Source: an optimization exercise on an open RTL-to-GDS flow (aim: small area). Production flows keep margins and buffers that such runs may drop. Function was checked by simulation only, so behaviour that the tests miss may differ from the original. Power and IR drop assume default switching activity. The clock port is modelled as an ideal driver; clocking choices that lean on that would not hold on a real chip.

--- flow/design.v ---
package mem_walker_pkg;
  typedef enum logic [1:0] {
    ST_IDLE  = 2'd0,
    ST_CFG   = 2'd1,
    ST_RUN   = 2'd2,
    ST_DRAIN = 2'd3
  } walk_state_e;
  localparam int unsigned BUF_DEPTH  = 2;
  localparam int unsigned BUF_PTR_W  = 1;
  localparam int unsigned BUF_CNT_W  = 2;
endpackage
import mem_walker_pkg::*;
module mem_walker_out_fifo
#(
  parameter int DATA_W = 48
) (
  input  logic                 clk,
  input  logic                 reset,
  input  logic                 push_valid,
  input  logic [DATA_W-1:0]    push_data_n,   
  input  logic                 pop_ready,
  output logic [DATA_W-1:0]    out_data,
  output logic                 out_valid,
  output logic [BUF_CNT_W-1:0] count
);
  logic [DATA_W-1:0]    mem0_q, mem1_q;
  logic                 rd_ptr_q, wr_ptr;
  logic [BUF_CNT_W-1:0] count_q;
  logic                 full, pop, push;
  assign out_valid = count_q != '0;
  mem_walker_sel2 #(.W(DATA_W)) u_out_sel (
    .a(mem0_q), .a_en(!rd_ptr_q), .b(mem1_q), .b_en(rd_ptr_q), .y(out_data));
  assign count     = count_q;
  assign full      = count_q[1];
  assign pop       = out_valid && pop_ready;
  assign push      = push_valid && (!full || pop);
  assign wr_ptr    = rd_ptr_q ^ count_q[0];
  logic [DATA_W-1:0]    mem0_nx, mem1_nx;
  mem_walker_hold #(.W(DATA_W)) u_hold0 (
    .q(mem0_q), .d_n(push_data_n), .we_n(!(push && !wr_ptr)), .y(mem0_nx));
  mem_walker_hold #(.W(DATA_W)) u_hold1 (
    .q(mem1_q), .d_n(push_data_n), .we_n(!(push && wr_ptr)), .y(mem1_nx));
  always_ff @(posedge clk) begin
    mem0_q <= mem0_nx;
    mem1_q <= mem1_nx;
  end
  always_ff @(posedge clk or negedge reset) begin
    if (!reset) begin
      rd_ptr_q <= 1'b0;
      count_q  <= '0;
    end else begin
      if (pop) rd_ptr_q <= !rd_ptr_q;
      count_q <= count_q + BUF_CNT_W'(push) - BUF_CNT_W'(pop);
    end
  end
endmodule
module mem_walker_hold
#(
  parameter int W = 48
) (
  input  logic [W-1:0] q,
  input  logic [W-1:0] d_n,
  input  logic         we_n,
  output logic [W-1:0] y
);
  assign y = we_n ? q : ~d_n;
endmodule
module mem_walker_sel2
#(
  parameter int W = 48
) (
  input  logic [W-1:0] a,
  input  logic         a_en,
  input  logic [W-1:0] b,
  input  logic         b_en,
  output logic [W-1:0] y
);
  assign y = ({W{a_en}} & a) | ({W{b_en}} & b);
endmodule
import mem_walker_pkg::*;
module mem_walker_stride_nest
#(
  parameter int NUM_LOOPS     = 16,
  parameter int LOOP_ID_W     = 4,
  parameter int ADDR_WIDTH    = 48,
  parameter int ADDR_STRIDE_W = 16
) (
  input  logic                     clk,
  input  logic                     reset,
  input  logic [ADDR_WIDTH-1:0]    base_addr,
  input  logic                     loop_init,
  input  logic                     loop_enter,
  input  logic                     loop_index_valid,
  input  logic                     loop_exit,
  input  logic [LOOP_ID_W-1:0]     loop_index,
  input  logic                     loop_ctrl_done,
  input  logic                     cfg_addr_stride_v,
  input  logic [ADDR_STRIDE_W-1:0] cfg_addr_stride,
  output logic [ADDR_WIDTH-1:0]    addr_out,
  output logic                     addr_out_valid,
  input  logic                     addr_out_ready,
  output logic                     loop_stall,
  output logic                     busy,
  output logic                     cfg_err
);
  localparam int AW = ADDR_WIDTH;
  localparam int SW = ADDR_STRIDE_W;
  mem_walker_pkg::walk_state_e state_q, state_d;
  logic [LOOP_ID_W:0]       cnt_q, cnt_d;
  logic                     err_q, err_d;
  logic [SW-1:0]            stride_q [NUM_LOOPS];
  logic [AW-1:0]            itr_q    [NUM_LOOPS];
  logic [NUM_LOOPS-1:0]     itr_vld_q;
  logic [AW-1:0]            cur_q;
  logic                     fifo_push, fifo_pop, fifo_full;
  logic [BUF_CNT_W-1:0]     fifo_count;
  logic                     run, cfg_state, init, step, itr_we, cfg_we;
  logic [NUM_LOOPS-1:0]     idx_dec, cnt_dec, below_cnt;
  logic [SW-1:0]            stride_rd;
  logic [AW-1:0]            opa, opb, step_sum_n;
  logic                     in_range;
  logic                     unused_exit;
  assign unused_exit = loop_exit;
  assign run       = state_q == ST_RUN;
  assign cfg_state = !state_q[1];
  assign init      = loop_init && (state_q != ST_DRAIN);
  assign step      = run && loop_index_valid;
  assign itr_we    = run && !loop_init && (loop_index_valid || loop_enter);
  assign cfg_we    = cfg_addr_stride_v && cfg_state && !cnt_q[LOOP_ID_W];
  always_comb begin
    for (int i = 0; i < NUM_LOOPS; i++) begin
      idx_dec[i]   = loop_index == LOOP_ID_W'(i);
      cnt_dec[i]   = cnt_q[LOOP_ID_W-1:0] == LOOP_ID_W'(i);
      below_cnt[i] = (LOOP_ID_W+1)'(i) < cnt_q;
    end
  end
  assign in_range = |(idx_dec & below_cnt);
  always_comb begin
    stride_rd = '0;
    opa       = loop_init ? base_addr : (loop_enter ? cur_q : '0);
    for (int i = 0; i < NUM_LOOPS; i++) begin
      stride_rd = stride_rd | ({SW{idx_dec[i] && below_cnt[i]}} & stride_q[i]);
      opa       = opa | ({AW{idx_dec[i] && itr_vld_q[i] && !loop_enter && !loop_init}} & itr_q[i]);
    end
    opb = (loop_index_valid && !loop_init) ? {{(AW-SW){stride_rd[SW-1]}}, stride_rd} : '0;
  end
  logic [SW:0]      lo_sum;
  logic [AW-SW-1:0] hi_eq, hi_run;
  logic             hi_move;
  assign lo_sum  = {1'b0, opa[SW-1:0]} + {1'b0, opb[SW-1:0]};
  assign hi_eq   = opa[AW-1:SW] ^ {(AW-SW){opb[SW-1]}};
  assign hi_move = lo_sum[SW] ^ opb[SW-1];
  always_comb begin
    hi_run[0] = 1'b1;
    for (int i = 1; i < AW-SW; i++) hi_run[i] = hi_run[i-1] & hi_eq[i-1];
  end
  assign step_sum_n = ~{opa[AW-1:SW] ^ ({(AW-SW){hi_move}} & hi_run), lo_sum[SW-1:0]};
  assign fifo_push      = init || step;
  assign fifo_pop       = addr_out_valid && addr_out_ready;
  assign fifo_full      = fifo_count[1];
  logic [SW-1:0] stride_nx [NUM_LOOPS];
  logic [AW-1:0] itr_nx    [NUM_LOOPS];
  logic [AW-1:0] cur_nx;
  for (genvar i = 0; i < NUM_LOOPS; i++) begin : g_row
    mem_walker_hold #(.W(SW)) u_stride_hold (
      .q(stride_q[i]), .d_n(~cfg_addr_stride), .we_n(!(cfg_we && cnt_dec[i])), .y(stride_nx[i]));
    mem_walker_hold #(.W(AW)) u_itr_hold (
      .q(itr_q[i]), .d_n(step_sum_n), .we_n(!(itr_we && idx_dec[i])), .y(itr_nx[i]));
  end
  mem_walker_hold #(.W(AW)) u_cur_hold (
    .q(cur_q), .d_n(step_sum_n), .we_n(!(init || step)), .y(cur_nx));
  always_ff @(posedge clk) begin
    for (int i = 0; i < NUM_LOOPS; i++) begin
      stride_q[i] <= stride_nx[i];
      itr_q[i]    <= itr_nx[i];
    end
    cur_q <= cur_nx;
  end
  always_comb begin
    state_d = state_q;
    cnt_d   = cfg_we ? cnt_q + 1'b1 : cnt_q;
    err_d   = err_q
            || (cfg_addr_stride_v && !cfg_we)
            || (step && !loop_init && !in_range)
            || (fifo_push && fifo_full && !fifo_pop);
    case (state_q)
      ST_IDLE: begin
        if (loop_init)              state_d = ST_RUN;
        else if (cfg_addr_stride_v) state_d = ST_CFG;
      end
      ST_CFG: begin
        if (loop_init) state_d = ST_RUN;
      end
      ST_RUN: begin
        if (loop_ctrl_done) state_d = ST_DRAIN;
      end
      default: begin
        if (!fifo_count[1] && (!fifo_count[0] || fifo_pop)) begin
          state_d = ST_IDLE;
          cnt_d   = '0;
        end
      end
    endcase
  end
  always_ff @(posedge clk or negedge reset) begin
    if (!reset) begin
      state_q   <= ST_IDLE;
      cnt_q     <= '0;
      err_q     <= 1'b0;
      itr_vld_q <= '0;
    end else begin
      state_q   <= state_d;
      cnt_q     <= cnt_d;
      err_q     <= err_d;
      if (itr_we) itr_vld_q <= itr_vld_q | idx_dec;
    end
  end
  mem_walker_out_fifo #(
    .DATA_W(AW)
  ) u_out_fifo (
    .clk       (clk),
    .reset     (reset),
    .push_valid(fifo_push),
    .push_data_n(step_sum_n),
    .pop_ready (addr_out_ready),
    .out_data  (addr_out),
    .out_valid (addr_out_valid),
    .count     (fifo_count)
  );
  assign loop_stall = addr_out_valid && !addr_out_ready;
  assign busy       = state_q != ST_IDLE;
  assign cfg_err    = err_q;
endmodule
--- flow/flow/run.sh ---
#!/bin/bash
# Layout flow: the standard synthesis and ORFS flow (standard.sh), with
# two layout choices changed through ORFS's own variables:
#  - port buffers are the smallest buffer, buf_1, instead of the default pick;
#  - clock tree synthesis uses no dummy loads (same clustering as config.mk).
# Each step's full output goes to a log of its own here; ORFS's per-stage
# logs are under orfs/logs.
set -euo pipefail
bash standard.sh synth > synth.log 2>&1
bash standard.sh \
  "BUFFER_PORTS_ARGS=-buffer_cell sky130_fd_sc_hd__buf_1" \
  "CTS_ARGS=-sink_clustering_enable -repair_clock_nets -sink_clustering_size 30 -sink_clustering_max_diameter 100 -dont_use_dummy_load" \
  finish > layout.log 2>&1
--- flow/standard.sh ---
#!/bin/bash
# synth_recipe.tcl (not shown) runs the flow's synth.tcl, then flattens the netlist and writes it again
# the make line also repeats each setting of config.mk as NAME=value (left out here)
make -C /OpenROAD-flow-scripts/flow DESIGN_CONFIG=/design/flow/config.mk WORK_HOME=/design/flow/orfs CLKGATE_MAP_FILE= SYNTH_SCRIPT=/design/flow/synth_recipe.tcl "${@:-finish}"
--- flow/config.mk ---
export PLATFORM = sky130hd
export DESIGN_NAME = mem_walker_stride_nest
export DESIGN_NICKNAME = mem_walker_stride_nest
export VERILOG_FILES = /design/flow/design.v
export SDC_FILE = /design/flow/constraint.sdc
export NUM_CORES = 4
export LEC_CHECK = 0
export CAP_MARGIN = 20
export CORE_MARGIN = 2
export CORE_UTILIZATION = 60
export CTS_CLUSTER_DIAMETER = 100
export CTS_CLUSTER_SIZE = 30
export PLACE_DENSITY = 0.8
export SLEW_MARGIN = 20
export SYNTH_HIERARCHICAL = 1
--- flow/constraint.sdc ---
create_clock -name core_clock -period 10.0 [get_ports {clk}]
set_input_delay 2.0000 -clock core_clock [delete_from_list [all_inputs] [get_ports {clk}]]
set_output_delay 2.0000 -clock core_clock [all_outputs]
set_load 0.01 [all_outputs]
==> impl_metrics.prom, run 1 <==
# TYPE chip_impl_metric gauge
chip_impl_info{name="run_status",value="finished clean"} 1
chip_impl_metric{name="power.density_cell_area",unit="nW/um^2"} 245
chip_impl_metric{name="fin_setup_tns",unit="ns"} 0
chip_impl_metric{name="top_level_ports",unit=""} 129
chip_impl_metric{name="fin_skew",unit="ns"} 0.0529
chip_impl_metric{name="synthDominantCellAreaShare",unit="%"} 51.4
chip_impl_info{name="ys_top_cells_by_area",value="dfxtp_1, o21ai_0, nand2_1, a22oi_1, a222oi_1"} 1
chip_impl_metric{name="grt_antenna_before_repair",unit=""} 3
chip_impl_metric{name="irDropWorstVdd",unit="uV"} 207
chip_impl_info{name="yosys.cell_count.top_type",value="nand2_1"} 1
chip_impl_metric{name="worst_setup_hold_path_clk_slew",unit="ns"} 0.11
chip_impl_metric{name="post_synth_inst_count",unit=""} 5098
chip_impl_metric{name="placed_area",unit="sq um"} 45900
chip_impl_metric{name="initial_core_util",unit="%"} 60.8
chip_impl_metric{name="post_synth_mux_area_share",unit="%"} 0.192
chip_impl_metric{name="leakage_power_total",unit="nW"} 17.3
chip_impl_metric{name="number_of_buffers_inserted_by_hold_repair_at_cts",unit=""} 0
chip_impl_metric{name="ctsHtreeMaxLevel",unit=""} 2
chip_impl_metric{name="worst_case_clock_buffer_depth",unit=""} 3
chip_impl_metric{name="cts_post_setup_buffers_inserted",unit=""} 0
chip_impl_metric{name="postSynthAreaPerCell",unit="sq um"} 8.93
chip_impl_metric{name="final.setup.worst_slack",unit="ns"} 1.96
chip_impl_info{name="ctsRootBufferMaster",value="clkbuf_16"} 1
chip_impl_metric{name="timing.final.crit_share",unit="%"} 80.4
chip_impl_metric{name="holdWs",unit="ns"} 0.464
chip_impl_metric{name="worst_ep_arrival_time",unit="ns"} 8.55
chip_impl_metric{name="grt_start_max_net_pins",unit=""} 98
chip_impl_info{name="synth.cells.most_frequent",value="nand2_1, dfxtp_1, o21ai_0, a22oi_1, o21ai_1"} 1
chip_impl_metric{name="die-height",unit="microns"} 279
chip_impl_metric{name="register_area",unit="sq um"} 24100
chip_impl_info{name="yosys_most_used_dff",value="dfxtp_1"} 1
chip_impl_metric{name="number_of_slew_limit_violations_in_the_final_report",unit=""} 0
chip_impl_info{name="cts_tree",value="yes"} 1
chip_impl_metric{name="relSlewSlack",unit="%"} 22.4
chip_impl_metric{name="max_slew.worst_pin.slew",unit="ns"} 1.16
chip_impl_metric{name="gr-total-overflow",unit=""} 0
chip_impl_info{name="rsz0062_at_grt",value="no"} 1
chip_impl_metric{name="cts-buffers-inserted",unit=""} 45
chip_impl_metric{name="synth_seq_cells",unit=""} 1195
chip_impl_metric{name="finalNetCount",unit=""} 5119
chip_impl_metric{name="floorplan.die_area",unit="sq um"} 78100
chip_impl_metric{name="drt-wirelength-per-cell",unit="microns"} 22.7
chip_impl_metric{name="tritoncts_num_sinks",unit=""} 1195
chip_impl_metric{name="max_cap_viol_count",unit=""} 0
chip_impl_metric{name="routabilityCongestion",unit=""} 0.867
chip_impl_info{name="synth_largest_area_cell",value="dfxtp_1"} 1
chip_impl_metric{name="post_synthesis_share_of_cell_area_spent_on_full_adders_half_adders_and_majority_gates",unit="%"} 0.786
chip_impl_metric{name="synth-simple-area-share",unit="%"} 15.1
chip_impl_metric{name="cp_max_fo",unit=""} 17
chip_impl_info{name="path_class",value="in -> reg"} 1
chip_impl_metric{name="drc",unit=""} 0
chip_impl_metric{name="num_vias",unit=""} 38500
chip_impl_info{name="critical_path_endpoint_category",value="flop"} 1
chip_impl_metric{name="max_clock_freq",unit="MHz"} 124
chip_impl_metric{name="grt_usage",unit="%"} 33.6
chip_impl_info{name="startpoint_type",value="input port"} 1
chip_impl_metric{name="initialDrtViolationCount",unit=""} 5704
chip_impl_metric{name="postLayoutCoreUtil",unit="%"} 63.0
chip_impl_metric{name="drt-total-wl",unit="mm"} 136
chip_impl_metric{name="port-buffer-count",unit=""} 127
chip_impl_metric{name="placeableCoreArea",unit="sq um"} 74800
chip_impl_metric{name="post_cts_resized",unit=""} 0
chip_impl_info{name="reg2reg_from",value="cnt_q[4]"} 1
chip_impl_metric{name="multi_input_comb_area",unit="sq um"} 19100
chip_impl_metric{name="place_hpwl",unit="mm"} 79.6
chip_impl_info{name="worstHoldStart",value="itr_q[10][17]"} 1
chip_impl_metric{name="areaGrowthSynthToFinish",unit="%"} 3.61
chip_impl_metric{name="critical_path_required",unit="ns"} 10.51
chip_impl_metric{name="async_flop_share",unit="%"} 2.26
chip_impl_metric{name="share_of_the_synthesized_netlist_area_taken_by_xor_and_xnor_gates",unit="%"} 1.11
chip_impl_metric{name="synth_compound_gate_area_share",unit="%"} 24.3
chip_impl_metric{name="time_the_worst_path_needs_with_i_o_delays_and_setup",unit="ns"} 8.04
chip_impl_metric{name="layout.cell_area.non_filler",unit="sq um"} 47200
chip_impl_metric{name="detailedPlace.worstSlack",unit="ns"} 1.52
chip_impl_info{name="main_combinational_cell_family_by_area_after_synthesis",value="compound AO/OA/AOI/OAI gates"} 1
chip_impl_info{name="hold_path_class",value="reg -> reg"} 1
chip_impl_metric{name="grt_first_pass_wirelength",unit="mm"} 206
chip_impl_metric{name="timing_hold_violations_final",unit=""} 0
chip_impl_metric{name="nFillCells",unit=""} 6363
chip_impl_metric{name="firstDrtPassIters",unit=""} 7
chip_impl_metric{name="postSynthNetCount",unit=""} 5203
chip_impl_metric{name="clock_insertion_delay_worst_skew",unit="ns"} 0.65
chip_impl_metric{name="synth-warning-count",unit=""} 14
chip_impl_metric{name="setup-violations-final",unit=""} 0
chip_impl_metric{name="synth_edf_count",unit=""} 0
chip_impl_metric{name="grt_pass1_vias",unit=""} 35100
chip_impl_metric{name="floorplan.die.width",unit="microns"} 279
chip_impl_metric{name="drt-vias-per-instance",unit=""} 6.44
chip_impl_info{name="critPathLaunch",value="loop_index[3]"} 1
chip_impl_metric{name="ys_seq_area_share",unit="%"} 52.9
chip_impl_metric{name="syn-cell-area",unit="sq um"} 45500
chip_impl_metric{name="floorplan.rows",unit=""} 100
chip_impl_metric{name="final_layout_size_suffix_gt1_share",unit="%"} 5.23
chip_impl_metric{name="yosys.cell_types.count",unit=""} 81
chip_impl_metric{name="final_antenna_net_count",unit=""} 0
[registers in the layout (all words and copies together), names as in the netlist]
signal / cells
cnt_q: 5
cur_q: 48
err_q: 1
itr_q: 768
itr_vld_q: 16
state_q: 2
stride_q: 256
u_out_fifo.count_q: 2
u_out_fifo.mem0_q: 48
u_out_fifo.mem1_q: 48
u_out_fifo.rd_ptr_q: 1
[cell usage in the layout, fill, tap and decap left out, drive strengths merged, types with 30 or more instances in the layout]
| cell type | synthesis | final |
|---|---|---|
| dfxtp | 1168 | 1168 |
| nand2 | 1257 | 1257 |
| nand3 | 67 | 67 |
| o21ai | 1185 | 1185 |
| and3 | 82 | 82 |
| a221oi | 94 | 94 |
| inv | 35 | 34 |
| xor2 | 30 | 30 |
| a22o | 110 | 110 |
| a22oi | 203 | 203 |
| clkbuf | 121 | 47 |
| buf | 268 | 256 |
| a222oi | 124 | 124 |
| nor2 | 33 | 33 |
[layout make-up]
cell class	instances	area share (%)
diodes	1	0.00531
clock buffers	45	2.39
inverters	35	0.281
multi-input cells	3479	40.5
flip-flops and latches	1195	51.0
well taps	969	2.57
repair buffers	258	3.24
[worst max-delay path, cell delays in order]
cell       delay (ns)
buf_1            0.54
nor4bb_1         0.72
nor2b_1          0.62
a222oi_1         0.19
nand3_1          0.13
a221oi_1         0.07
a31oi_1          0.62
ha_1             0.40
nor2b_1          0.17
o31ai_1          0.39
o2bb2ai_1        0.26
o31a_1           0.24
o21ai_0          0.11
buf_4            0.18
or2_2            0.35
o22ai_1          0.37
and2_1           0.32
nand3b_1         0.13
xor2_1           0.35
buf_4            0.31
o21ai_1          0.09
[power breakdown]
group	internal [mW]	switching, mW	total [mW]	leakage, nW
sequential	6.14	0.727	6.87	9.90
combinational	0.930	1.52	2.45	6.89
clock	0.816	1.41	2.22	0.555
[metrics by stage]
step	power, mW	instances
finish	11.5	5982
global route	12.2	5982
CTS	11.5	5977
detailed placement	9.33	5932
global placement	9.16	5931
floorplan	8.60	5098
[cells by family (layout without fill, tap and decap cells)]
family                     Yosys count  in the layout
other                                0              1
adders and majority gates           28             28
xor gates and xnor gates            57             57
buffers and inverters              424            338
and+or+nand+nor                   1588           1588
AOI/OAI and AO/OA                 1798           1798
muxes                                8              8
DFF                               1195           1195
[final timing paths]
check,to,slack [ns],depth (start not counted)
min reg2reg,itr_q[10][17],0.46,2
max,itr_q[11][44],1.96,21
min in group asynchronous,itr_vld_q[9],1.39,1
max in group asynchronous,u_out_fifo.rd_ptr_q,8.07,1
max reg2reg,itr_q[11][44],3.19,22
min,itr_q[10][17],0.46,2
[layer usage]
| metal | track usage (%) | routed length [microns] | vias up |
|---|---|---|---|
| met1 | 46.3 | 54000 | 18100 |
| met5 | 0 | 26 | - |
| met4 | 11.1 | 4950 | 4 |
| met3 | 6.39 | 17000 | 367 |
| li1 | - | - | 17900 |
| met2 | 53.4 | 60100 | 2211 |
==> inputs of run 2 (changes only) <==
--- a/flow/design.v
+++ b/flow/design.v
@@ -78,2 +78,28 @@
   assign y = ({W{a_en}} & a) | ({W{b_en}} & b);
+endmodule
+module mem_walker_aoi222
+#(
+  parameter int W = 48
+) (
+  input  logic [W-1:0] a0,
+  input  logic [W-1:0] a1,
+  input  logic [W-1:0] a2,
+  input  logic         s0,
+  input  logic         s1,
+  input  logic         s2,
+  output logic [W-1:0] y_n
+);
+  assign y_n = ~(({W{s0}} & a0) | ({W{s1}} & a1) | ({W{s2}} & a2));
+endmodule
+module mem_walker_aoi22
+#(
+  parameter int W = 16
+) (
+  input  logic [W-1:0] a0,
+  input  logic [W-1:0] a1,
+  input  logic         s0,
+  input  logic         s1,
+  output logic [W-1:0] y_n
+);
+  assign y_n = ~(({W{s0}} & a0) | ({W{s1}} & a1));
 endmodule
@@ -137,9 +163,41 @@
   assign in_range = |(idx_dec & below_cnt);
-  always_comb begin
+  logic [NUM_LOOPS+1:0] opa_en;       
+  logic [NUM_LOOPS-1:0] stride_en;
+  logic [AW-1:0]        opa_src [NUM_LOOPS+2];
+  logic [AW-1:0]        opa_part_n [(NUM_LOOPS+2)/3];
+  logic [SW-1:0]        stride_part_n [6];
+  always_comb begin
+    for (int i = 0; i < NUM_LOOPS; i++) begin
+      opa_en[i]    = idx_dec[i] && itr_vld_q[i] && !loop_enter && !loop_init;
+      stride_en[i] = idx_dec[i] && below_cnt[i];
+      opa_src[i]   = itr_q[i];
+    end
+    opa_en[NUM_LOOPS]    = loop_enter && !loop_init;
+    opa_en[NUM_LOOPS+1]  = loop_init;
+    opa_src[NUM_LOOPS]   = cur_q;
+    opa_src[NUM_LOOPS+1] = base_addr;
+  end
+  for (genvar g = 0; g < (NUM_LOOPS+2)/3; g++) begin : g_opa
+    mem_walker_aoi222 #(.W(AW)) u_sel (
+      .a0(opa_src[3*g]), .a1(opa_src[3*g+1]), .a2(opa_src[3*g+2]),
+      .s0(opa_en[3*g]), .s1(opa_en[3*g+1]), .s2(opa_en[3*g+2]),
+      .y_n(opa_part_n[g]));
+  end
+  for (genvar g = 0; g < 4; g++) begin : g_stride3
+    mem_walker_aoi222 #(.W(SW)) u_sel (
+      .a0(stride_q[3*g]), .a1(stride_q[3*g+1]), .a2(stride_q[3*g+2]),
+      .s0(stride_en[3*g]), .s1(stride_en[3*g+1]), .s2(stride_en[3*g+2]),
+      .y_n(stride_part_n[g]));
+  end
+  for (genvar g = 0; g < 2; g++) begin : g_stride2
+    mem_walker_aoi22 #(.W(SW)) u_sel (
+      .a0(stride_q[12+2*g]), .a1(stride_q[13+2*g]),
+      .s0(stride_en[12+2*g]), .s1(stride_en[13+2*g]),
+      .y_n(stride_part_n[4+g]));
+  end
+  always_comb begin
+    opa       = '0;
     stride_rd = '0;
-    opa       = loop_init ? base_addr : (loop_enter ? cur_q : '0);
-    for (int i = 0; i < NUM_LOOPS; i++) begin
-      stride_rd = stride_rd | ({SW{idx_dec[i] && below_cnt[i]}} & stride_q[i]);
-      opa       = opa | ({AW{idx_dec[i] && itr_vld_q[i] && !loop_enter && !loop_init}} & itr_q[i]);
-    end
+    for (int g = 0; g < (NUM_LOOPS+2)/3; g++) opa = opa | ~opa_part_n[g];
+    for (int g = 0; g < 6; g++) stride_rd = stride_rd | ~stride_part_n[g];
     opb = (loop_index_valid && !loop_init) ? {{(AW-SW){stride_rd[SW-1]}}, stride_rd} : '0;
==> impl_metrics.prom, run 2 <==
# TYPE chip_impl_metric gauge
chip_impl_metric{name="worst_case_clock_buffer_depth",unit=""} 3
chip_impl_metric{name="post_synthesis_share_of_cell_area_spent_on_full_adders_half_adders_and_majority_gates",unit="%"} 0.793
chip_impl_metric{name="placed_area",unit="sq um"} 45100
chip_impl_info{name="reg_top3",value="itr_q (768), stride_q (256)"} 1
chip_impl_info{name="hold_path_class",value="reg -> reg"} 1
chip_impl_info{name="crit_path_frequent_cell",value="buf_4"} 1
chip_impl_metric{name="postSynthNetCount",unit=""} 5063
chip_impl_metric{name="post_synth_mux_area_share",unit="%"} 0.211
chip_impl_metric{name="postSynthAreaPerCell",unit="sq um"} 9.10
chip_impl_metric{name="initialDrtViolationCount",unit=""} 5919
chip_impl_metric{name="layout.cell_area.non_filler",unit="sq um"} 46400
chip_impl_metric{name="grt_start_max_net_pins",unit=""} 98
chip_impl_metric{name="number_of_buffers_inserted_by_hold_repair_at_cts",unit=""} 0
chip_impl_metric{name="synth_edf_count",unit=""} 0
chip_impl_metric{name="timing_hold_violations_final",unit=""} 0
chip_impl_info{name="path_class",value="in -> reg"} 1
chip_impl_metric{name="drt-vias-per-instance",unit=""} 6.42
chip_impl_metric{name="irDropWorstVdd",unit="uV"} 375
chip_impl_metric{name="power.density_cell_area",unit="nW/um^2"} 248
chip_impl_info{name="yosys_most_used_dff",value="dfxtp_1"} 1
chip_impl_metric{name="synth-warning-count",unit=""} 18
chip_impl_info{name="ctsRootBufferMaster",value="clkbuf_16"} 1
chip_impl_metric{name="port-buffer-count",unit=""} 127
chip_impl_metric{name="reg2regPathDepth",unit=""} 17
chip_impl_metric{name="floorplan.die_area",unit="sq um"} 77400
chip_impl_metric{name="time_the_worst_path_needs_with_i_o_delays_and_setup",unit="ns"} 8.11
chip_impl_info{name="rsz0062_at_grt",value="no"} 1
chip_impl_info{name="synth.cells.most_frequent",value="nand2_1, dfxtp_1, o21ai_0, a222oi_1, buf_6"} 1
chip_impl_info{name="timing.rr.end",value="itr_q[11][34]"} 1
chip_impl_metric{name="final_antenna_net_count",unit=""} 0
chip_impl_metric{name="max_slew.worst_pin.slew",unit="ns"} 1.14
chip_impl_info{name="main_combinational_cell_family_by_area_after_synthesis",value="compound AO/OA/AOI/OAI gates"} 1
chip_impl_metric{name="leakage_power_total",unit="nW"} 16.8
chip_impl_metric{name="placeableCoreArea",unit="sq um"} 74400
chip_impl_metric{name="post_cts_resized",unit=""} 0
chip_impl_metric{name="grt_pass1_vias",unit=""} 33800
chip_impl_info{name="critical_path.slowest_cell",value="xor2_1"} 1
chip_impl_metric{name="ctsHtreeMaxLevel",unit=""} 2
chip_impl_info{name="synth_largest_area_cell",value="dfxtp_1"} 1
chip_impl_metric{name="worst_setup_hold_path_clk_slew",unit="ns"} 0.11
chip_impl_metric{name="firstDrtPassIters",unit=""} 10
chip_impl_info{name="yosys.cell_count.top_type",value="nand2_1"} 1
chip_impl_metric{name="place_hpwl",unit="mm"} 74.7
chip_impl_metric{name="antenna_cells_inserted",unit=""} 0
chip_impl_metric{name="multi_input_comb_area",unit="sq um"} 18600
chip_impl_info{name="sequence_of_cells_on_the_critical_path",value="buf_1 -> or2_2 -> nor3_1 -> a21boi_1 -> buf_4 -> a222oi_1 -> and4_1 -> a31oi_1 -> ha_1 -> inv_1 -> fa_1 -> nor2b_1 -> o31a_1 -> o41ai_1 -> a21oi_1 -> a21o_1 -> xor2_1 -> nand3_1 -> xnor2_1 -> buf_4 -> o21ai_0"} 1
chip_impl_metric{name="yosys.cell_types.count",unit=""} 67
chip_impl_metric{name="max_clock_freq",unit="MHz"} 123
chip_impl_metric{name="synth_seq_cells",unit=""} 1195
chip_impl_metric{name="relSlewSlack",unit="%"} 23.6
chip_impl_metric{name="drt-total-wl",unit="mm"} 126
chip_impl_metric{name="ys_seq_area_share",unit="%"} 53.3
chip_impl_info{name="most_frequent_standard_cell_in_the_layout_excluding_fill_and_tap_cells",value="nand2_1"} 1
chip_impl_metric{name="die-height",unit="microns"} 278
chip_impl_info{name="cts_tree",value="yes"} 1
chip_impl_metric{name="synthDominantCellAreaShare",unit="%"} 51.8
chip_impl_metric{name="top_level_ports",unit=""} 129
chip_impl_metric{name="dp_cells",unit=""} 5769
chip_impl_metric{name="critical_path_required",unit="ns"} 10.50
chip_impl_metric{name="drt-wirelength-per-cell",unit="microns"} 21.7
chip_impl_metric{name="floorplan.rows",unit=""} 100
chip_impl_metric{name="cts-buffers-inserted",unit=""} 45
chip_impl_metric{name="grt_usage",unit="%"} 31.2
chip_impl_metric{name="setup-violations-final",unit=""} 0
chip_impl_metric{name="areaGrowthSynthToFinish",unit="%"} 2.82
chip_impl_metric{name="max_stage_delay",unit="ns"} 0.80
chip_impl_metric{name="cp_max_fo",unit=""} 17
chip_impl_info{name="ys_top_cells_by_area",value="dfxtp_1, o21ai_0, nand2_1, a222oi_1, buf_6"} 1
chip_impl_metric{name="grt_first_pass_wirelength",unit="mm"} 192
chip_impl_metric{name="number_of_slew_limit_violations_in_the_final_report",unit=""} 0
chip_impl_info{name="largest_reg_by_ff_count",value="itr_q"} 1
chip_impl_metric{name="syn-cell-area",unit="sq um"} 45100
chip_impl_metric{name="drc",unit=""} 0
chip_impl_metric{name="routabilityCongestion",unit=""} 0.904
chip_impl_metric{name="final_layout_size_suffix_gt1_share",unit="%"} 5.14
chip_impl_metric{name="max_cap_viol_count",unit=""} 0
chip_impl_metric{name="ff2ff_setup_slack",unit="ns"} 3.13
chip_impl_metric{name="register_area",unit="sq um"} 24100
chip_impl_metric{name="tritoncts_num_sinks",unit=""} 1195
chip_impl_metric{name="nFillCells",unit=""} 6307
chip_impl_metric{name="timing.final.crit_share",unit="%"} 81.1
chip_impl_info{name="startpoint_type",value="input port"} 1
chip_impl_metric{name="synth_compound_gate_area_share",unit="%"} 24.0
chip_impl_info{name="reg2reg_from",value="cnt_q[2]"} 1
chip_impl_metric{name="num_vias",unit=""} 37300
chip_impl_metric{name="fin_skew",unit="ns"} 0.0542
chip_impl_info{name="critPathLaunch",value="loop_index[3]"} 1
chip_impl_metric{name="grt_antenna_before_repair",unit=""} 1
chip_impl_info{name="critical_path_endpoint_category",value="flop"} 1
chip_impl_metric{name="gr-total-overflow",unit=""} 0
chip_impl_metric{name="share_of_the_synthesized_netlist_area_taken_by_xor_and_xnor_gates",unit="%"} 1.10
chip_impl_info{name="run_status",value="finished clean"} 1
chip_impl_metric{name="finalNetCount",unit=""} 4954
chip_impl_metric{name="finish.cell_count_without_fillers",unit=""} 5816
chip_impl_metric{name="async_flop_share",unit="%"} 2.26
chip_impl_metric{name="initial_core_util",unit="%"} 60.6
chip_impl_metric{name="largest_register_ffs",unit=""} 768
chip_impl_info{name="cp-endpoint",value="itr_q[11][34]"} 1
chip_impl_metric{name="synth-simple-area-share",unit="%"} 14.3
chip_impl_metric{name="clock_insertion_delay_worst_skew",unit="ns"} 0.65
chip_impl_metric{name="fin_setup_tns",unit="ns"} 0
chip_impl_metric{name="worst_ep_arrival_time",unit="ns"} 8.61
chip_impl_metric{name="floorplan.die.width",unit="microns"} 278
chip_impl_info{name="final_cell_mix",value="nand2_1, dfxtp_1, o21ai_0, a222oi_1, o21ai_1"} 1
chip_impl_metric{name="cts_post_setup_buffers_inserted",unit=""} 0
chip_impl_metric{name="post_synth_inst_count",unit=""} 4958
## run 2: cell count changes in the layout (fill, tap and decap cells not counted), moves of 17 or more
cell      change
nor2_1       +28
buf_4        -30
a22oi_2      +22
a22oi_1     -193
nand3_1      -29
and3_1       -66
a22o_1       -62
and4_1       +21
nand4_1      +17
a222oi_1    +228
a221oi_1     -93
## run 2: metrics by stage
step	util [%]	total power [mW]	hold slack, ns	setup slack, ns
floorplan	-	8.57	0.425	2.63
global placement	60.5	9.16	0.433	1.61
detailed placement	60.6	9.33	0.443	1.51
CTS	62.1	11.5	0.466	2.17
global route	62.3	12.2	0.482	1.68
finish	62.3	11.5	0.466	1.89
## run 2: power by group
group          switching [mW]  internal (mW)
Combinational            1.58          0.907
Clock                    1.40          0.817
Sequential              0.715           6.12
Total                    3.69           7.84
## run 2: final cells by class
class	count	share of cell area, %
multi-input cells	3349	40.2
well taps	969	2.61
inverters	34	0.278
repair buffers	224	2.66
clock buffers	45	2.43
flip-flops and latches	1195	51.9
## run 2: worst min-delay path by stage
stage                          start               end  cells past startpoint  slack [ns]
floorplan           stride_q[10][13]  stride_q[10][13]                      2        0.42
global placement     stride_q[7][13]   stride_q[7][13]                      2        0.43
detailed placement      itr_q[7][45]      itr_q[7][45]                      2        0.44
CTS                     itr_q[5][39]      itr_q[5][39]                      2        0.47
global route            itr_q[5][39]      itr_q[5][39]                      2        0.48
finish                  itr_q[5][39]      itr_q[5][39]                      2        0.47
## run 2: metal layers
metal / track usage, % / vias to the layer above / part of all wire [%]
li1: - / 17500 / -
met1: 42.3 / 17500 / 40
met2: 50.0 / 1975 / 45
met3: 4.66 / 305 / 11
met4: 13.3 / 2 / 4.1
met5: 0 / - / 0.011
## run 2: cells by family (layout without fill, tap and decap cells)
kind of cell	Yosys count	after routing
buffers and inverters	414	303
adder cells (fa/ha/maj)	28	28
AND/OR/NAND/NOR	1549	1549
multiplexers	7	7
flip-flops	1195	1195
AO/OA/AOI/OAI	1709	1709
XOR/XNOR	56	56
## run 2: critical path: cells and delay by family
family | cells | cell delay, ns
buf+inv | 4 | 0.77
xor+xnor | 2 | 1.51
fa+ha+maj | 2 | 0.72
simple gates | 5 | 1.68
compound gates | 8 | 1.92
==> inputs of run 3 (changes only) <==
--- a/flow/design.v
+++ b/flow/design.v
@@ -92,14 +92,2 @@
   assign y_n = ~(({W{s0}} & a0) | ({W{s1}} & a1) | ({W{s2}} & a2));
-endmodule
-module mem_walker_aoi22
-#(
-  parameter int W = 16
-) (
-  input  logic [W-1:0] a0,
-  input  logic [W-1:0] a1,
-  input  logic         s0,
-  input  logic         s1,
-  output logic [W-1:0] y_n
-);
-  assign y_n = ~(({W{s0}} & a0) | ({W{s1}} & a1));
 endmodule
@@ -185,3 +173,3 @@
   end
-  for (genvar g = 0; g < 4; g++) begin : g_stride3
+  for (genvar g = 0; g < 5; g++) begin : g_stride3
     mem_walker_aoi222 #(.W(SW)) u_sel (
@@ -191,8 +179,3 @@
   end
-  for (genvar g = 0; g < 2; g++) begin : g_stride2
-    mem_walker_aoi22 #(.W(SW)) u_sel (
-      .a0(stride_q[12+2*g]), .a1(stride_q[13+2*g]),
-      .s0(stride_en[12+2*g]), .s1(stride_en[13+2*g]),
-      .y_n(stride_part_n[4+g]));
-  end
+  assign stride_part_n[5] = ~({SW{stride_en[15]}} & stride_q[15]);
   always_comb begin
==> impl_metrics.prom, run 3 <==
# TYPE chip_impl_metric gauge
chip_impl_info{name="run_status",value="finished clean"} 1
chip_impl_metric{name="postSynthNetCount",unit=""} 5062
chip_impl_metric{name="detailedPlace.worstSlack",unit="ns"} 1.36
chip_impl_metric{name="placed_area",unit="sq um"} 44900
chip_impl_info{name="synth.cells.most_frequent",value="nand2_1, dfxtp_1, o21ai_0, a222oi_1, o21ai_1"} 1
chip_impl_metric{name="max_clock_freq",unit="MHz"} 125
chip_impl_metric{name="floorplan.die.width",unit="microns"} 278
chip_impl_info{name="rsz0062_at_grt",value="no"} 1
chip_impl_metric{name="irDropWorstVdd",unit="uV"} 300
chip_impl_metric{name="max_cap_viol_count",unit=""} 0
chip_impl_metric{name="drt-total-wl",unit="mm"} 125
chip_impl_metric{name="port-buffer-count",unit=""} 127
chip_impl_metric{name="drt-vias-per-instance",unit=""} 6.38
chip_impl_info{name="holdPathEnd",value="stride_q[4][3]"} 1
chip_impl_info{name="reg2reg_from",value="cnt_q[2]"} 1
chip_impl_metric{name="fin_skew",unit="ns"} 0.0821
chip_impl_metric{name="clock_insertion_delay_worst_skew",unit="ns"} 0.67
chip_impl_metric{name="initial_core_util",unit="%"} 60.4
chip_impl_metric{name="dp_cells",unit=""} 5773
chip_impl_info{name="cts_tree",value="yes"} 1
chip_impl_metric{name="p_comb_share",unit="%"} 21.3
chip_impl_metric{name="final_antenna_net_count",unit=""} 0
chip_impl_metric{name="postLayoutCoreUtil",unit="%"} 62.2
chip_impl_metric{name="time_the_worst_path_needs_with_i_o_delays_and_setup",unit="ns"} 8.01
chip_impl_metric{name="synthDominantCellAreaShare",unit="%"} 52.0
chip_impl_info{name="hold_path_class",value="reg -> reg"} 1
chip_impl_metric{name="holdWs",unit="ns"} 0.461
chip_impl_metric{name="relSlewSlack",unit="%"} 23.0
chip_impl_metric{name="clock_power_share",unit="%"} 19.4
chip_impl_info{name="synth_largest_area_cell",value="dfxtp_1"} 1
chip_impl_info{name="final_cell_mix",value="nand2_1, dfxtp_1, o21ai_0, a222oi_1, o21ai_1"} 1
chip_impl_metric{name="timing.final.crit_share",unit="%"} 80.1
chip_impl_metric{name="ctsHtreeMaxLevel",unit=""} 2
chip_impl_metric{name="die-height",unit="microns"} 278
chip_impl_metric{name="power",unit="mW"} 11.5
chip_impl_info{name="ctsRootBufferMaster",value="clkbuf_16"} 1
chip_impl_info{name="yosys.cell_count.top_type",value="nand2_1"} 1
chip_impl_metric{name="leakage_power_total",unit="nW"} 16.8
chip_impl_metric{name="cts-buffers-inserted",unit=""} 46
chip_impl_metric{name="finalNetCount",unit=""} 4961
chip_impl_metric{name="layout.cell_area.non_filler",unit="sq um"} 46300
chip_impl_info{name="critical_path_endpoint_category",value="flop"} 1
chip_impl_metric{name="internal-power",unit="mW"} 7.85
chip_impl_metric{name="grt_usage",unit="%"} 31.1
chip_impl_metric{name="num_vias",unit=""} 37100
chip_impl_metric{name="postSynthAreaPerCell",unit="sq um"} 9.06
chip_impl_metric{name="worst_setup_hold_path_clk_slew",unit="ns"} 0.11
chip_impl_metric{name="place_hpwl",unit="mm"} 73.5
chip_impl_metric{name="final.setup.worst_slack",unit="ns"} 1.99
chip_impl_metric{name="floorplan.die_area",unit="sq um"} 77100
chip_impl_metric{name="reg2regPathDepth",unit=""} 19
chip_impl_metric{name="routabilityCongestion",unit=""} 0.849
chip_impl_metric{name="gr-total-overflow",unit=""} 0
chip_impl_metric{name="worst_ep_arrival_time",unit="ns"} 8.48
chip_impl_metric{name="timing_hold_violations_final",unit=""} 0
chip_impl_metric{name="drc",unit=""} 0
chip_impl_metric{name="number_of_buffers_inserted_by_hold_repair_at_cts",unit=""} 0
chip_impl_metric{name="cp_max_fo",unit=""} 22
chip_impl_metric{name="firstDrtPassIters",unit=""} 8
chip_impl_metric{name="synth_seq_cells",unit=""} 1195
chip_impl_metric{name="floorplan.rows",unit=""} 100
chip_impl_metric{name="finish.cell_count_without_fillers",unit=""} 5823
chip_impl_metric{name="drt-wirelength-per-cell",unit="microns"} 21.4
chip_impl_info{name="path_class",value="in -> reg"} 1
chip_impl_info{name="most_frequent_standard_cell_in_the_layout_excluding_fill_and_tap_cells",value="nand2_1"} 1
chip_impl_metric{name="syn-cell-area",unit="sq um"} 44900
chip_impl_metric{name="antenna_cells_inserted",unit=""} 0
chip_impl_metric{name="synth-warning-count",unit=""} 19
chip_impl_metric{name="top_level_ports",unit=""} 129
chip_impl_metric{name="ys_seq_area_share",unit="%"} 53.6
chip_impl_metric{name="async_flop_share",unit="%"} 2.26
chip_impl_metric{name="largest_register_ffs",unit=""} 768
chip_impl_metric{name="critical_path_required",unit="ns"} 10.47
chip_impl_info{name="largest_reg_by_ff_count",value="itr_q"} 1
chip_impl_metric{name="worst_case_clock_buffer_depth",unit=""} 3
chip_impl_metric{name="areaGrowthSynthToFinish",unit="%"} 2.97
chip_impl_metric{name="sw_frac_of_total",unit="%"} 31.8
chip_impl_metric{name="power.density_cell_area",unit="nW/um^2"} 249
chip_impl_metric{name="p_sw",unit="mW"} 3.66
chip_impl_info{name="ys_top_cells_by_area",value="dfxtp_1, o21ai_0, nand2_1, a222oi_1, buf_6"} 1
chip_impl_metric{name="initialDrtViolationCount",unit=""} 5990
chip_impl_info{name="yosys_most_used_dff",value="dfxtp_1"} 1
chip_impl_metric{name="max_slew.worst_pin.slew",unit="ns"} 1.16
chip_impl_metric{name="tritoncts_num_sinks",unit=""} 1195
chip_impl_info{name="reg_top3",value="itr_q (768), stride_q (256)"} 1
chip_impl_metric{name="number_of_slew_limit_violations_in_the_final_report",unit=""} 0
chip_impl_metric{name="grt_pass1_vias",unit=""} 34200
chip_impl_metric{name="final_layout_size_suffix_gt1_share",unit="%"} 4.72
chip_impl_metric{name="ff2ff_setup_slack",unit="ns"} 3.29
chip_impl_metric{name="synth_edf_count",unit=""} 0
chip_impl_metric{name="timing.hold.worst_path_depth",unit=""} 2
chip_impl_info{name="timing.rr.end",value="itr_q[2][46]"} 1
chip_impl_metric{name="setup-violations-final",unit=""} 0
chip_impl_metric{name="post_cts_resized",unit=""} 0
chip_impl_metric{name="placeableCoreArea",unit="sq um"} 74300
chip_impl_metric{name="yosys.cell_types.count",unit=""} 63
chip_impl_metric{name="fin_setup_tns",unit="ns"} 0
chip_impl_info{name="worstHoldStart",value="stride_q[4][3]"} 1
chip_impl_metric{name="p_seq_share",unit="%"} 59.3
chip_impl_metric{name="post_synth_inst_count",unit=""} 4957
chip_impl_metric{name="grt_first_pass_wirelength",unit="mm"} 192
chip_impl_metric{name="cts_post_setup_buffers_inserted",unit=""} 0
chip_impl_metric{name="grt_start_max_net_pins",unit=""} 98
chip_impl_info{name="startpoint_type",value="input port"} 1
chip_impl_metric{name="grt_antenna_before_repair",unit=""} 1
[run 3: critical path, cell delays in order]
cell and delay (ns):
buf_1 0.33, nand2b_1 0.31, nor3_1 0.66, a21boi_1 0.27
buf_4 0.30, a222oi_1 0.11, and4_1 0.24, a31oi_1 0.35
ha_1 0.24, inv_1 0.06, fa_1 0.46, nand2b_1 0.19
a21oi_1 0.37, o211ai_2 0.16, a31oi_1 0.36, a211oi_2 0.08
buf_4 0.24, xnor2_1 0.16, buf_4 0.22, nor4_1 0.46
xor2_2 0.63, o21ai_0 0.23
[run 3: worst max path at each step]
| stage | slack (ns) | startpoint | to | cells past startpoint |
|---|---|---|---|---|
| floorplan | 3.05 | loop_index[3] | cur_q[44] | 20 |
| global placement | 1.45 | loop_index[3] | u_out_fifo.mem1_q[45] | 22 |
| detailed placement | 1.36 | loop_index[3] | itr_q[12][36] | 21 |
| CTS | 2.03 | loop_index[3] | itr_q[3][36] | 21 |
| global route | 1.70 | loop_index[3] | itr_q[2][46] | 22 |
| finish | 1.99 | loop_index[3] | itr_q[2][46] | 22 |
[run 3: logic make-up (layout without fill, tap and decap cells)]
family	count (synthesis)	after routing	synth area share, %
AND/OR/NAND/NOR	1577	1577	14.6
buffers and inverters	407	304	6.15
multiplexers	3	3	0.0668
XOR/XNOR	54	54	1.07
adder cells (fa/ha/maj)	28	28	0.797
AO/OA/AOI/OAI	1693	1693	23.8
flip-flops	1195	1195	53.6
[run 3: cell type report]
cell class / instances / area [sq um]
Fill cell: 6443 / 28100
Sequential cell: 1195 / 24100
Multi-Input combinational cell: 3355 / 18400
Timing Repair Buffer: 226 / 1270
Tap cell: 969 / 1210
Clock buffer: 46 / 1150
Inverter: 32 / 121
[run 3: per-layer routing]
layer,GRT usage (%),vias up,routed length (microns)
met5,0,-,0
met4,12.9,0,5450
met3,3.45,316,11400
met2,51.8,1806,57100
met1,41.2,17400,50900
li1,-,17600,-
[run 3: power groups by stage]
stage               logic, mW  registers (mW)  clock network (mW)
floorplan                1.85            6.71                   0
global placement         2.30            6.85                   0
detailed placement       2.42            6.90                   0
CTS                      2.42            6.80                2.26
global route             2.79            6.97                2.40
finish                   2.46            6.83                2.23
==> inputs of run 4 (changes only) <==
--- a/flow/config.mk
+++ b/flow/config.mk
@@ -9,6 +9,6 @@
 export CORE_MARGIN = 2
-export CORE_UTILIZATION = 60
+export CORE_UTILIZATION = 70
 export CTS_CLUSTER_DIAMETER = 100
 export CTS_CLUSTER_SIZE = 30
-export PLACE_DENSITY = 0.8
+export PLACE_DENSITY = 0.9
 export SLEW_MARGIN = 20
==> impl_metrics.prom, run 4 <==
# TYPE chip_impl_metric gauge
chip_impl_info{name="run_status",value="finished clean"} 1
chip_impl_metric{name="tritoncts_num_sinks",unit=""} 1195
chip_impl_info{name="cts_tree",value="yes"} 1
chip_impl_metric{name="postSynthAreaPerCell",unit="sq um"} 9.06
chip_impl_info{name="critPathLaunch",value="loop_init"} 1
chip_impl_metric{name="worst_case_clock_buffer_depth",unit=""} 3
chip_impl_info{name="timing.rr.end",value="u_out_fifo.mem0_q[33]"} 1
chip_impl_metric{name="post_cts_resized",unit=""} 0
chip_impl_metric{name="grt_start_max_net_pins",unit=""} 98
chip_impl_metric{name="async_flop_share",unit="%"} 2.26
chip_impl_info{name="critical_path_endpoint_category",value="flop"} 1
chip_impl_metric{name="time_the_worst_path_needs_with_i_o_delays_and_setup",unit="ns"} 8.20
chip_impl_info{name="yosys_most_used_dff",value="dfxtp_1"} 1
chip_impl_metric{name="postSynthNetCount",unit=""} 5062
chip_impl_metric{name="max_slew.worst_pin.slew",unit="ns"} 1.18
chip_impl_info{name="yosys.cell_count.top_type",value="nand2_1"} 1
chip_impl_metric{name="grt_first_pass_wirelength",unit="mm"} 196
chip_impl_metric{name="critical_path_required",unit="ns"} 10.50
chip_impl_metric{name="worst_setup_hold_path_clk_slew",unit="ns"} 0.11
chip_impl_info{name="top_layer_used",value="met5"} 1
chip_impl_metric{name="largest_register_ffs",unit=""} 768
chip_impl_metric{name="final_antenna_net_count",unit=""} 0
chip_impl_metric{name="initial_core_util",unit="%"} 71.0
chip_impl_metric{name="route.layer.met1.wl",unit="mm"} 47.3
chip_impl_info{name="ctsRootBufferMaster",value="clkbuf_16"} 1
chip_impl_metric{name="final_layout_size_suffix_gt1_share",unit="%"} 4.46
chip_impl_metric{name="port-buffer-count",unit=""} 127
chip_impl_metric{name="fin_skew",unit="ns"} 0.0467
chip_impl_info{name="reg2reg_from",value="cnt_q[2]"} 1
chip_impl_metric{name="syn-cell-area",unit="sq um"} 44900
chip_impl_info{name="cp-endpoint",value="u_out_fifo.mem0_q[33]"} 1
chip_impl_info{name="critical-path-top-delay-family",value="simple AND/OR/NAND/NOR gates"} 1
chip_impl_metric{name="die-height",unit="microns"} 257
chip_impl_metric{name="timing.critical_path.depth",unit=""} 19
chip_impl_info{name="sequence_of_cells_on_the_critical_path",value="buf_2 -> nor2_1 -> and3_2 -> a222oi_1 -> and4_1 -> nand3_1 -> ha_1 -> inv_1 -> fa_1 -> nand2b_1 -> a21oi_1 -> o211ai_2 -> a31oi_1 -> a211oi_2 -> buf_4 -> or4_1 -> a21oi_1 -> xor2_1 -> o21ai_0"} 1
chip_impl_metric{name="reg2regPathDepth",unit=""} 18
chip_impl_metric{name="top_level_ports",unit=""} 129
chip_impl_metric{name="fin_setup_tns",unit="ns"} 0
chip_impl_metric{name="number_of_buffers_inserted_by_hold_repair_at_cts",unit=""} 0
chip_impl_metric{name="ctsHtreeMaxLevel",unit=""} 2
chip_impl_metric{name="irDropWorstVdd",unit="uV"} 203
chip_impl_metric{name="gr-total-overflow",unit=""} 0
chip_impl_metric{name="cp_num_buf_inv",unit=""} 3
chip_impl_metric{name="nFillCells",unit=""} 4569
chip_impl_metric{name="floorplan.die_area",unit="sq um"} 66200
chip_impl_metric{name="drt-wirelength-per-cell",unit="microns"} 22.3
chip_impl_info{name="crit_path_frequent_cell",value="a21oi_1"} 1
chip_impl_metric{name="drt-total-wl",unit="mm"} 127
chip_impl_metric{name="met3_wirelength",unit="mm"} 14.7
chip_impl_metric{name="initialDrtViolationCount",unit=""} 6907
chip_impl_metric{name="synth_seq_cells",unit=""} 1195
chip_impl_metric{name="clock_insertion_delay_worst_skew",unit="ns"} 0.66
chip_impl_info{name="synth_largest_area_cell",value="dfxtp_1"} 1
chip_impl_metric{name="grt_pass1_vias",unit=""} 35800
chip_impl_metric{name="firstDrtPassIters",unit=""} 11
chip_impl_metric{name="drc",unit=""} 0
chip_impl_metric{name="drt-vias-per-instance",unit=""} 6.74
chip_impl_metric{name="cts_post_setup_buffers_inserted",unit=""} 0
chip_impl_info{name="synth.cells.most_frequent",value="nand2_1, dfxtp_1, o21ai_0, a222oi_1, o21ai_1"} 1
chip_impl_metric{name="worst_ep_arrival_time",unit="ns"} 8.70
chip_impl_metric{name="grt_usage",unit="%"} 36.8
chip_impl_metric{name="synthDominantCellAreaShare",unit="%"} 52.0
chip_impl_metric{name="place_hpwl",unit="mm"} 73.2
chip_impl_metric{name="postLayoutCoreUtil",unit="%"} 72.8
chip_impl_metric{name="routabilityCongestion",unit=""} 0.911
chip_impl_info{name="path_class",value="in -> reg"} 1
chip_impl_metric{name="post_synth_inst_count",unit=""} 4957
chip_impl_metric{name="num_vias",unit=""} 38300
chip_impl_metric{name="ys_seq_area_share",unit="%"} 53.6
chip_impl_info{name="rsz0062_at_grt",value="no"} 1
chip_impl_info{name="largest_reg_by_ff_count",value="itr_q"} 1
chip_impl_metric{name="finalNetCount",unit=""} 4949
chip_impl_metric{name="max_cap_viol_count",unit=""} 0
chip_impl_metric{name="cts-buffers-inserted",unit=""} 45
chip_impl_metric{name="yosys.cell_types.count",unit=""} 63
chip_impl_metric{name="ff2ff_setup_slack",unit="ns"} 3.48
chip_impl_metric{name="wl_met2",unit="mm"} 57.6
chip_impl_metric{name="synth_edf_count",unit=""} 0
chip_impl_metric{name="setup-violations-final",unit=""} 0
chip_impl_metric{name="placeableCoreArea",unit="sq um"} 63300
chip_impl_info{name="most_frequent_standard_cell_in_the_layout_excluding_fill_and_tap_cells",value="nand2_1"} 1
chip_impl_metric{name="floorplan.rows",unit=""} 92
chip_impl_metric{name="max_clock_freq",unit="MHz"} 122
chip_impl_metric{name="holdWs",unit="ns"} 0.466
chip_impl_info{name="startpoint_type",value="input port"} 1
chip_impl_info{name="critical_path.slowest_cell",value="and3_2"} 1
chip_impl_metric{name="areaGrowthSynthToFinish",unit="%"} 2.54
chip_impl_metric{name="grt_antenna_before_repair",unit=""} 3
chip_impl_metric{name="power.density_cell_area",unit="nW/um^2"} 251
chip_impl_info{name="ys_top_cells_by_area",value="dfxtp_1, o21ai_0, nand2_1, a222oi_1, buf_6"} 1
chip_impl_metric{name="relSlewSlack",unit="%"} 21.3
chip_impl_metric{name="number_of_slew_limit_violations_in_the_final_report",unit=""} 0
chip_impl_info{name="final_cell_mix",value="nand2_1, dfxtp_1, o21ai_0, a222oi_1, o21ai_1"} 1
chip_impl_metric{name="timing_hold_violations_final",unit=""} 0
chip_impl_metric{name="max_stage_delay",unit="ns"} 1.06
chip_impl_metric{name="floorplan.die.width",unit="microns"} 257
chip_impl_metric{name="cp_max_fo",unit=""} 31
chip_impl_metric{name="synth-warning-count",unit=""} 19
chip_impl_info{name="reg_top3",value="itr_q (768), stride_q (256)"} 1
chip_impl_metric{name="timing.final.crit_share",unit="%"} 82.0
chip_impl_metric{name="leakage_power_total",unit="nW"} 16.6
chip_impl_info{name="hold_path_class",value="reg -> reg"} 1
-- run 4: cell counts after synthesis --
Identical to the previous run, type by type.
-- run 4: layer usage --
layer,vias to the layer above,global-route usage (%)
met5,-,0
met4,2,18.9
met3,486,6.44
met2,2426,59.7
met1,17900,47.4
li1,17600,-
-- run 4: power breakdown --
part / leakage (nW) / switching [mW] / internal, mW / total, mW
Combinational: 6.19 / 1.60 / 0.901 / 2.50
Sequential: 9.89 / 0.735 / 6.12 / 6.85
Clock: 0.555 / 1.39 / 0.816 / 2.21
Total: 16.6 / 3.73 / 7.84 / 11.6
-- run 4: worst min-delay path: cells and delay by family, from the launching register on --
kind	cells	cell delay [ns]
AO/OA/AOI/OAI	1	0.05
flip-flops	1	0.32
AND/OR/NAND/NOR	1	0.05
-- run 4: how the worst min path moves through the flow --
| stage | to | start | cells after the start |
|---|---|---|---|
| floorplan | stride_q[10][13] | stride_q[10][13] | 2 |
| finish | itr_q[8][37] | itr_q[8][37] | 2 |
| global placement | itr_q[9][45] | itr_q[9][45] | 2 |
| CTS | itr_q[8][44] | itr_q[8][44] | 2 |
| global route | itr_q[14][37] | itr_q[14][37] | 2 |
| detailed placement | itr_vld_q[7] | itr_vld_q[7] | 1 |
-- run 4: layout make-up --
class	count	area, sq um	area share, %
Timing Repair Buffer	215	1170	2.53
Antenna cell	1	2.50	0.00543
Clock buffer	45	1130	2.44
Sequential cell	1195	24100	52.2
Inverter	32	121	0.263
Tap cell	846	1060	2.30
Multi-Input combinational cell	3355	18500	40.2
-- run 4: cells by family after synthesis --
group | synth area share (%)
simple gates | 14.6
mux | 0.0668
flops | 53.6
xor+xnor | 1.07
fa+ha+maj | 0.797
compound gates | 23.8
buf+inv | 6.15
-- run 4: metrics by stage --
step	setup slack, ns	cells	power [mW]	cell area (sq um)
2_1_floorplan	3.05	4957	8.56	44900
3_3_place_gp	1.41	5640	9.11	44700
3_5_place_dp	1.25	5641	9.32	44700
4_1_cts	1.91	5686	11.5	45800
5_1_grt	1.54	5689	12.2	46100
6_report	1.80	5689	11.6	46100

what the ideal ports hide:
How much do the figures lean on ideal ports? The routed layouts below were timed once more, with nothing changed but the port constraints. Step 1 sets driving cells, clkbuf_16 on the clock port and buf_2 on the other inputs (assumed; they add their load-dependent delay and slew). Step 2 adds t to the input delays and takes it off the output delays; t is the mean of the earliest and latest rising clock arrival at the registers after step 1. Input paths then give back, and output paths get back, about the clock's delay inside the block. Slacks: no drivers / after step 1 / after step 2; pairs: no drivers / after step 1.
| run | t (ns) | setup slack, ns | slew at the worst register clock pin (ns) |
|---|---|---|---|
| run 1 | 0.691 | 1.960 / 1.913 / 1.223 | 0.12 / 0.12 |
| run 2 | 0.691 | 1.892 / 1.907 / 1.216 | 0.12 / 0.12 |
| run 3 | 0.689 | 1.986 / 2.006 / 1.318 | 0.11 / 0.11 |
| run 4 | 0.711 | 1.796 / 1.842 / 1.132 | 0.12 / 0.12 |
After both steps every run listed still meets setup and hold. The setup slack of run 1, which loses most, moves by -0.047 ns with the drivers and by -0.737 ns with both steps.
